From an optimization exercise on the open Yosys and OpenROAD flow, aimed at small area; shortcuts taken in it are not production practice.
At most, simulation tests tie the RTL to the original design; equivalence was not proved.
Only the layout flow was run in run 2; the RTL was not checked for function there.

==> flow/design.v (outline; a module is shown in full before it is edited, if it fits) <==
// module sad_min_search: 2244 lines
// module sad_fa: 10 lines
// module sad_ha: 9 lines
// module sad_ornot: 7 lines
module sad_min_search #(
   parameter int PIX_W = 8,
   parameter int LANES = 32,
   parameter int BEATS = 32,
   parameter int IDX_W = 16,
   localparam int SAD_W = PIX_W + $clog2(LANES * BEATS)
) (
   input  logic                   Bus2IP_Clk,
   input  logic                   Bus2IP_Reset,
   input  logic                   clr,
   input  logic                   in_valid,
   input  logic [PIX_W*LANES-1:0] in_face,
   input  logic [PIX_W*LANES-1:0] in_group,
   output logic                   sad_valid,
   output logic [SAD_W-1:0]       sad_out,
   output logic [IDX_W-1:0]       sad_idx,
   output logic                   best_valid,
   output logic [SAD_W-1:0]       best_sad,
   output logic [IDX_W-1:0]       best_idx
);
  // ...
==> flow/flow/run.sh <==
#!/bin/bash
# The standard layout, with three changes: synthesis buffers are removed
# before global placement (flow/pre_gpl.tcl), the port buffers that
# buffer_ports inserts are the smallest plain buffer instead of the tool's
# default pick, and clock tree synthesis adds no dummy loads.
set -euo pipefail
here=$(pwd)
bash standard.sh \
  PRE_GLOBAL_PLACE_TCL="$here/flow/pre_gpl.tcl" \
  BUFFER_PORTS_ARGS="-buffer_cell sky130_fd_sc_hd__buf_1" \
  CTS_ARGS="-sink_clustering_enable -repair_clock_nets -dont_use_dummy_load -buf_list sky130_fd_sc_hd__clkbuf_8" \
  finish > make_finish.log 2>&1
==> flow/flow/pre_gpl.tcl <==
# Before global placement: drop the buffers that synthesis inserted (the
# standard flow does the same when timing-driven placement is on); repair
# later in the flow adds back any that slew, capacitance or timing need.
remove_buffers
==> flow/standard.sh <==
#!/bin/bash
# synth_recipe.tcl (not shown) runs the flow's synth.tcl, then flattens the netlist and writes it again
# the make line also repeats each setting of config.mk as NAME=value (left out here)
make -C /OpenROAD-flow-scripts/flow DESIGN_CONFIG=/design/flow/config.mk WORK_HOME=/design/flow/orfs CLKGATE_MAP_FILE= SYNTH_SCRIPT=/design/flow/synth_recipe.tcl "${@:-finish}"
==> flow/config.mk <==
export PLATFORM = sky130hd
export DESIGN_NAME = sad_min_search
export DESIGN_NICKNAME = sad_min_search
export VERILOG_FILES = /design/flow/design.v
export SDC_FILE = /design/flow/constraint.sdc
export NUM_CORES = 4
export LEC_CHECK = 0
export CAP_MARGIN = 20
export CORE_MARGIN = 2
export CORE_UTILIZATION = 40
export CTS_BUF_LIST = sky130_fd_sc_hd__clkbuf_4 sky130_fd_sc_hd__clkbuf_8
export GPL_TIMING_DRIVEN = 0
export PLACE_DENSITY = 0.6
export SLEW_MARGIN = 20
export SYNTH_HIERARCHICAL = 1
export SYNTH_MINIMUM_KEEP_SIZE = 0
==> flow/constraint.sdc <==
create_clock -name core_clock -period 7.0 [get_ports {Bus2IP_Clk}]
set_input_delay 1.4000 -clock core_clock [delete_from_list [all_inputs] [get_ports {Bus2IP_Clk}]]
set_output_delay 1.4000 -clock core_clock [all_outputs]
set_load 0.01 [all_outputs]
==> metrics.log, run 1 <==
[metrics] RSZ-0062 raised after global routing: false
[metrics] gate family responsible for the most delay along the worst path: adder cells
[metrics] share of Yosys cell area claimed by the top area cell type: 0.510
[metrics] cts bufs inserted: 17
[metrics] per-cell via count in the routed design: 4.71
[metrics] final critical-path required period: 6.88 ns
[metrics] final non-filler cell area: 0.0227 mm²
[metrics] area grow syn2layout: 15.9%
[metrics] root cell of the clock tree: sky130_fd_sc_hd__clkbuf_8
[metrics] Post-CTS Setup Inserts: 0
[metrics] total global routing overflow: 0
[metrics] result of the run: timing/DRC/antenna clean
[metrics] num sequential: 158
[metrics] Post-Syn Nets: 2610
[metrics] number of synthesized register bits: 158
[metrics] CP startpoint kind: input pin
[metrics] worst hold path cell count: 0
[metrics] least setup slack across all paths after layout: 0.123 ns
[metrics] post-DR wirelength/cell: 22.6 µm
[metrics] worst-case register-to-register setup slack: 2.22 ns
[metrics] synthesized netlist cell count: 1547
[metrics] headroom to the max-slew limit: 0.420
[metrics] number of search-and-repair iterations in the first detailed-routing pass: 5
[metrics] residual DRC count: 0
[metrics] clock transition at the register clock pins on the worst setup and hold paths after CTS: 0.10 ns
[metrics] path length in cells of the critical path: 14
==> run 2, diff against run 1 <==
--- a/flow/design.v
+++ b/flow/design.v
@@ -20,17 +20,17 @@
 );
    localparam int CNT_W = (BEATS > 1) ? $clog2(BEATS) : 1;
    localparam int NR1   = 60;
    logic kill;
    assign kill = clr | Bus2IP_Reset;
    logic [CNT_W-1:0] cnt_q;
    logic             v1_q, f1_q, l1_q, d2_q, d3_q;
    logic [NR1-1:0]   r1_q;
-   logic [SAD_W-1:0] acc_q, accg, hold_q, sum_a, sum_b;
+   logic [SAD_W-1:0] acc_q, acc_d, accg, hold_q, sum_a, sum_b;
    logic             sad_valid_q, best_valid_q;
    logic [IDX_W-1:0] cand_q, best_idx_q;
    logic [SAD_W-1:0] best_sad_q;
    logic             take;
    assign accg = f1_q ? '0 : acc_q;
    logic l0_d1;
    logic l0_c2;
    logic l0_s3;
@@ -1368,16 +1368,37 @@
    logic b4_s1335;
    logic b4_c1336;
    logic b4_s1337;
    logic b4_c1338;
    logic b4_s1339;
    logic b4_c1340;
    logic b4_s1341;
    logic b4_c1342;
+   logic p_s1343;
+   logic p_c1344;
+   logic p_s1345;
+   logic p_c1346;
+   logic p_s1347;
+   logic p_c1348;
+   logic p_s1349;
+   logic p_c1350;
+   logic p_s1351;
+   logic p_c1352;
+   logic p_s1353;
+   logic p_c1354;
+   logic p_s1355;
+   logic p_c1356;
+   logic p_s1357;
+   logic p_c1358;
+   logic p_s1359;
+   logic p_c1360;
+   logic p_s1361;
+   logic p_c1362;
+   logic [8:0] hi_sum;
    assign l0_d1 = in_face[0] ^ in_group[0];
    sad_ornot u_l0_c2 (.a(in_face[0]), .b(in_group[0]), .y(l0_c2));
    sad_fa u_l0_s3 (.a(in_face[1]), .b(~in_group[1]), .ci(l0_c2), .s(l0_s3), .co(l0_c4));
    sad_fa u_l0_s5 (.a(in_face[2]), .b(~in_group[2]), .ci(l0_c4), .s(l0_s5), .co(l0_c6));
    sad_fa u_l0_s7 (.a(in_face[3]), .b(~in_group[3]), .ci(l0_c6), .s(l0_s7), .co(l0_c8));
    sad_fa u_l0_s9 (.a(in_face[4]), .b(~in_group[4]), .ci(l0_c8), .s(l0_s9), .co(l0_c10));
    sad_fa u_l0_s11 (.a(in_face[5]), .b(~in_group[5]), .ci(l0_c10), .s(l0_s11), .co(l0_c12));
    sad_fa u_l0_s13 (.a(in_face[6]), .b(~in_group[6]), .ci(l0_c12), .s(l0_s13), .co(l0_c14));
@@ -2199,24 +2220,36 @@
    sad_fa u_b4_s1327 (.a(b3_c1302), .b(b3_s1303), .ci(b2_s1275), .s(b4_s1327), .co(b4_c1328));
    sad_fa u_b4_s1329 (.a(b3_c1304), .b(b3_s1305), .ci(b2_s1279), .s(b4_s1329), .co(b4_c1330));
    sad_fa u_b4_s1331 (.a(b3_c1306), .b(b3_s1307), .ci(b2_s1283), .s(b4_s1331), .co(b4_c1332));
    sad_fa u_b4_s1333 (.a(b3_c1308), .b(b3_s1309), .ci(b2_s1287), .s(b4_s1333), .co(b4_c1334));
    sad_fa u_b4_s1335 (.a(b3_c1310), .b(b3_s1311), .ci(b2_s1291), .s(b4_s1335), .co(b4_c1336));
    sad_fa u_b4_s1337 (.a(b3_c1312), .b(b3_s1313), .ci(b2_s1295), .s(b4_s1337), .co(b4_c1338));
    sad_fa u_b4_s1339 (.a(b3_c1314), .b(b3_s1315), .ci(accg[11]), .s(b4_s1339), .co(b4_c1340));
    sad_ha u_b4_s1341 (.a(b3_c1316), .b(accg[12]), .s(b4_s1341), .co(b4_c1342));
+   sad_ha u_p_s1343 (.a(b4_s1317), .b(accg[0]), .s(p_s1343), .co(p_c1344));
+   sad_fa u_p_s1345 (.a(b4_c1318), .b(b4_s1319), .ci(p_c1344), .s(p_s1345), .co(p_c1346));
+   sad_fa u_p_s1347 (.a(b4_c1320), .b(b4_s1321), .ci(p_c1346), .s(p_s1347), .co(p_c1348));
+   sad_fa u_p_s1349 (.a(b4_c1322), .b(b4_s1323), .ci(p_c1348), .s(p_s1349), .co(p_c1350));
+   sad_fa u_p_s1351 (.a(b4_c1324), .b(b4_s1325), .ci(p_c1350), .s(p_s1351), .co(p_c1352));
+   sad_fa u_p_s1353 (.a(b4_c1326), .b(b4_s1327), .ci(p_c1352), .s(p_s1353), .co(p_c1354));
+   sad_fa u_p_s1355 (.a(b4_c1328), .b(b4_s1329), .ci(p_c1354), .s(p_s1355), .co(p_c1356));
+   sad_fa u_p_s1357 (.a(b4_c1330), .b(b4_s1331), .ci(p_c1356), .s(p_s1357), .co(p_c1358));
+   sad_fa u_p_s1359 (.a(b4_c1332), .b(b4_s1333), .ci(p_c1358), .s(p_s1359), .co(p_c1360));
+   sad_fa u_p_s1361 (.a(b4_c1334), .b(b4_s1335), .ci(p_c1360), .s(p_s1361), .co(p_c1362));
+   assign hi_sum = {{accg[17], accg[16], accg[15], accg[14], b4_c1342, b4_c1340, b4_c1338, b4_c1336}, p_c1362} + {{1'b0, 1'b0, 1'b0, 1'b0, accg[13], b4_s1341, b4_s1339, b4_s1337}, p_c1362};
+   assign acc_d = {hi_sum[8:1], p_s1361, p_s1359, p_s1357, p_s1355, p_s1353, p_s1351, p_s1349, p_s1347, p_s1345, p_s1343};
    assign sum_a = {accg[17], accg[16], accg[15], accg[14], b4_c1342, b4_c1340, b4_c1338, b4_c1336, b4_c1334, b4_c1332, b4_c1330, b4_c1328, b4_c1326, b4_c1324, b4_c1322, b4_c1320, b4_c1318, b4_s1317};
    assign sum_b = {1'b0, 1'b0, 1'b0, 1'b0, accg[13], b4_s1341, b4_s1339, b4_s1337, b4_s1335, b4_s1333, b4_s1331, b4_s1329, b4_s1327, b4_s1325, b4_s1323, b4_s1321, b4_s1319, accg[0]};
    assign take = d3_q & (!best_valid_q || (hold_q < best_sad_q));
    always_ff @(posedge Bus2IP_Clk) begin
       r1_q <= {a_c1224, a_c1222, a_s1223, a_c1220, a_c1218, a_c1216, a_s1221, a_s1219, a_c1202, a_s1217, a_c1200, a_c1198, a_s1215, a_s1213, a_s1201, a_s1199, a_c1152, a_s1197, a_c1150, a_c1148, a_s1195, a_s1151, a_s1149, a_c1102, a_s1147, a_c1100, a_c1098, a_s1145, a_s1101, a_s1099, a_c1052, a_s1097, a_c1050, a_c1048, a_s1095, a_s1093, a_s1051, a_c1000, a_s1049, a_c998, a_s1047, a_c996, a_c994, a_s1045, a_s1043, a_s999, a_s997, a_s995, a_s993, a_c942, a_c940, a_c938, a_s941, a_s939, a_c876, a_s937, a_s935, a_s875, a_s797, a_s795};
       f1_q <= (cnt_q == '0);
       l1_q <= (cnt_q == CNT_W'(BEATS - 1));
-      if (v1_q) acc_q <= sum_a + sum_b;
+      if (v1_q) acc_q <= acc_d;
       if (d2_q) hold_q <= acc_q;
       if (!kill && take) begin
          best_sad_q <= hold_q;
          best_idx_q <= cand_q;
       end
       if (kill) begin
          cnt_q        <= '0;
          v1_q         <= 1'b0;
==> run 2 against run 1 <==
Against the previous run: core utilization grew 0.78 points; clock-buffer cell count did not move; area after synthesis fell by 2.7%; setup slack gained 0.021 ns; critical path depth stayed put; final cell count down 3.5%; largest cell class unchanged.
==> metrics.log, run 2 <==
[metrics] Die ar.: 0.0494 mm²
[metrics] maximum buffer depth of the clock tree: 2
[metrics] Worst-Skew Late Latency: 0.46 ns
[metrics] buffer and inverter count on the worst path: 1
[metrics] min-delay worst type: flip-flop to flip-flop
[metrics] first-pass GRT wire length: 86000 µm
[metrics] weighted congestion reported at the end of routability-driven placement: 0.947
[metrics] final worst clock skew: 0.0357 ns
[metrics] final worst-path cycle share: 0.979
[metrics] slew at the pin closest to its max-slew limit: 0.892 ns
[metrics] Async S/R FF share, synth: 0
[metrics] Layout fillers: 4402
[metrics] post-DR wirelength/cell: 22.0 µm (-2.5%)
[metrics] initial core utilization: 0.408
[metrics] start-to-end type of the worst setup path: input pin to flip-flop
[metrics] input/output buffers: 585
[metrics] headroom to the max-slew limit: 0.405 (-0.0158)
[metrics] Final Hold Fails: 0
[metrics] Post-Syn Nets: 2521 (-3.4%)
[metrics] final WL: 58100 µm
[metrics] number of enable flip-flop cells after synthesis: 70
[metrics] cts bufs inserted: 17 (unchanged)
[metrics] Primary FF master, synth: sky130_fd_sc_hd__dfxtp_1
[metrics] mean instance size in the synthesized netlist: 13.1 µm²
[metrics] pin count of the biggest net entering global routing: 23
[metrics] synthesized cell area: 0.0191 mm²
[metrics] number of max-cap violations: 0
[metrics] clock tree from TritonCTS: built
[metrics] Synth top cells by count: sky130_fd_sc_hd__fa_1 (508), sky130_fd_sc_hd__inv_1 (250), sky130_fd_sc_hd__xnor2_1 (232), sky130_fd_sc_hd__dfxtp_1 (88), sky130_fd_sc_hd__edfxtp_1 (70)
[metrics] final max-slew violation count: 0
[metrics] per-cell via count in the routed design: 4.61 (-2.2%)
[metrics] result of the run: timing/DRC/antenna clean
[metrics] multi-input gate area in the final layout: 0.0141 mm²
[metrics] Cell Chain, Critical Path: buf_1, nand2b_1, fa_1, fa_1, fa_1, fa_1, fa_1, fa_1, fa_1, xnor2_1, fa_1, fa_1, fa_1, fa_1
[metrics] required time worst endpoint: 7.30 ns
[metrics] endpoint class of the critical path: flip-flop
[metrics] most used cell, CP: sky130_fd_sc_hd__fa_1
[metrics] sequential cell area fraction in the yosys report: 0.203
[metrics] standard cell with the maximum stage delay on the critical path: sky130_fd_sc_hd__fa_1
[metrics] Die W: 222 µm
[metrics] CTS sink cnt: 158
[metrics] leading cell type in the layout, fill and taps excluded: sky130_fd_sc_hd__buf_1
[metrics] CP startpoint kind: input pin
[metrics] final count of negative-setup-slack endpoints: 0
[metrics] root cell of the clock tree: sky130_fd_sc_hd__clkbuf_8
[metrics] total number of vias: 12200
[metrics] hold slack: 0.448 ns
[metrics] flip-flop count of the largest register, all copies and words added: 60
[metrics] Slowest Stage Delay on Critical Path: 0.65 ns
[metrics] gate family responsible for the most delay along the worst path: adder cells
[metrics] via count of the first global-routing pass: 14600
[metrics] standard-cell rows: 79
[metrics] share of Yosys cell area claimed by the top area cell type: 0.534 (+0.0234)
[metrics] number of nets in the layout: 3090
[metrics] Max Freq: 146 MHz
[metrics] biggest fanout along the worst timing path: 8
[metrics] RSZ-0062 raised after global routing: false
[metrics] final HPWL from detailed placement: 54900 µm
[metrics] residual DRC count: 0 (unchanged)
[metrics] top register by number of flip-flops: r1_q
[metrics] Core Box Area: 0.0468 mm²
[metrics] number of ports placed on the die boundary: 586
[metrics] number of H-tree branching levels: 4
[metrics] Chip Height: 222 µm
[metrics] commonest cells after routing, fill and taps aside: sky130_fd_sc_hd__buf_1 (585), sky130_fd_sc_hd__fa_1 (507), sky130_fd_sc_hd__inv_1 (250)
[metrics] clock transition at the register clock pins on the worst setup and hold paths after CTS: 0.06 ns (-0.04 ns)
[metrics] number of synthesized register bits: 158 (unchanged)
[metrics] cts hold-fix bufs: 0
[metrics] share of layout cells above drive strength 1: 0.0123
[metrics] Netlist cell types: 41
[metrics] Synth area leader: sky130_fd_sc_hd__fa_1
[metrics] final critical-path required period: 6.86 ns (-0.0211 ns)
[metrics] aggregate global-route resource usage: 0.241
[metrics] synth top area cells: sky130_fd_sc_hd__fa_1 (53%), sky130_fd_sc_hd__edfxtp_1 (11%), sky130_fd_sc_hd__xnor2_1 (11%), sky130_fd_sc_hd__dfxtp_1 (9.2%), sky130_fd_sc_hd__inv_1 (4.9%)
[metrics] post-route setup TNS: 0 ns
[metrics] number of search-and-repair iterations in the first detailed-routing pass: 4 (-1)
[metrics] synthesized netlist cell count: 1458 (-5.8%)
[metrics] Ys Warns: 7
[metrics] number of antenna violations at the first check in global routing: 8
[metrics] Antenna Violating Nets Remaining: 0
[metrics] area grow syn2layout: 16.3%
[metrics] worst endpoint data arrival time: 7.16 ns
[metrics] total global routing overflow: 0 (unchanged)
[metrics] 1st-iter DRT viols: 476
[metrics] most frequently used cell type in the post-synthesis netlist: sky130_fd_sc_hd__fa_1
[metrics] register cell area after layout: 0.00386 mm²
## run 2: changes by cell type in the layout (fill, tap and decap cells not counted), sizes merged, moves of 7 or more
cell	delta
fa	+9
a21o	-8
ha	-9
o211ai	-7
a21oi	-7
o21ai	-9
## run 2: cell type report
class,instances,share of cell area
Antenna cell,7,0.000790
Clock buffer,17,0.0106
Inverter,250,0.0423
Multi-Input combinational cell,1013,0.638
Sequential cell,158,0.174
Tap cell,607,0.0343
Timing Repair Buffer,587,0.100
## run 2: worst paths after layout
kind | to | slack, ns | startpoint | cells after the start
setup / recovery | r1_q[2]$_DFF_P_ | 0.14 | in_face[104] | 14
hold / removal | hold_q[1]$_DFFE_PP_ | 0.45 | acc_q[1]$_DFFE_PP_ | 0
setup reg to reg | acc_q[15]$_DFFE_PP_ | 0.41 | r1_q[8]$_DFF_P_ | 18
hold reg to reg | hold_q[1]$_DFFE_PP_ | 0.45 | acc_q[1]$_DFFE_PP_ | 0
## run 2: what timing repair did
action	4_1_cts	5_1_grt
setup endpoints to repair	0	4
buffers inserted	0	0
gates resized for setup	0	1
## run 2: per-layer routing
metal | wire length (µm) | vias to the layer above | track usage
met1 | 21600 | 6230 | 0.276
met3 | 3120 | 88 | 0.0454
met5 | 71 | - | 0
li1 | - | 5437 | -
met2 | 31400 | 395 | 0.446
met4 | 1950 | 10 | 0.0902
## run 2: per-module statistics from Yosys (local to each module, per instance)
module,times used,flops+latches,cells inside
sad_fa,507,0,1
sad_ornot,32,0,1
sad_ha,14,0,1
sad_min_search,1,158,905
## run 2: logic make-up (layout without fill, tap and decap cells)
family | Yosys count | count (layout) | share of synthesized area
xor gates and xnor gates | 277 | 277 | 0.127
buffers and inverters | 287 | 854 | 0.0565
muxes | 4 | 4 | 0.00217
AOI/OAI and AO/OA | 31 | 31 | 0.0100
adders and majority gates | 547 | 547 | 0.559
DFF | 158 | 158 | 0.203
and+or+nand+nor | 154 | 154 | 0.0420
other | 0 | 7 | 0
## run 2: per-stage QoR
step / instance area [µm²] / std cells / setup slack (ns) / utilization
floorplan: 19100 / 1458 / 0.287 / -
global placement: 21900 / 2613 / -0.328 / 0.468
detailed placement: 21900 / 2615 / -0.398 / 0.469
CTS: 22100 / 2632 / 0.0713 / 0.474
global route: 22200 / 2635 / 0.0288 / 0.474
finish: 22200 / 2639 / 0.144 / 0.474

## what the ideal ports hide
The results above use ideal ports. As a check the final layouts listed here were re-extracted and re-timed, cells and wires unchanged. Step 1, drivers: a clkbuf_16 drives Bus2IP_Clk and a buf_2 each remaining input, both assumed. Step 2, shift: input delay + t, output delay - t, t = (earliest + latest rising clock arrival at the registers) / 2. This alone moves slack from input paths to output paths. a / b / c = no drivers / after step 1 / after step 2; a / b = the first two.
run | t (ns) | setup slack, ns | worst data-port slew with drivers (ns) | cell pins on the clock port's net
run 1 | 0.459 | 0.123 / 0.139 / -0.319 | 0.20 | 1
run 2 | 0.478 | 0.144 / 0.168 / -0.310 | 0.17 | 1
Met with ideal ports but missed after step 2: setup timing in run 1 and run 2. The setup slack of run 2, which loses most, moves by +0.024 ns with the drivers and by -0.454 ns with both steps.
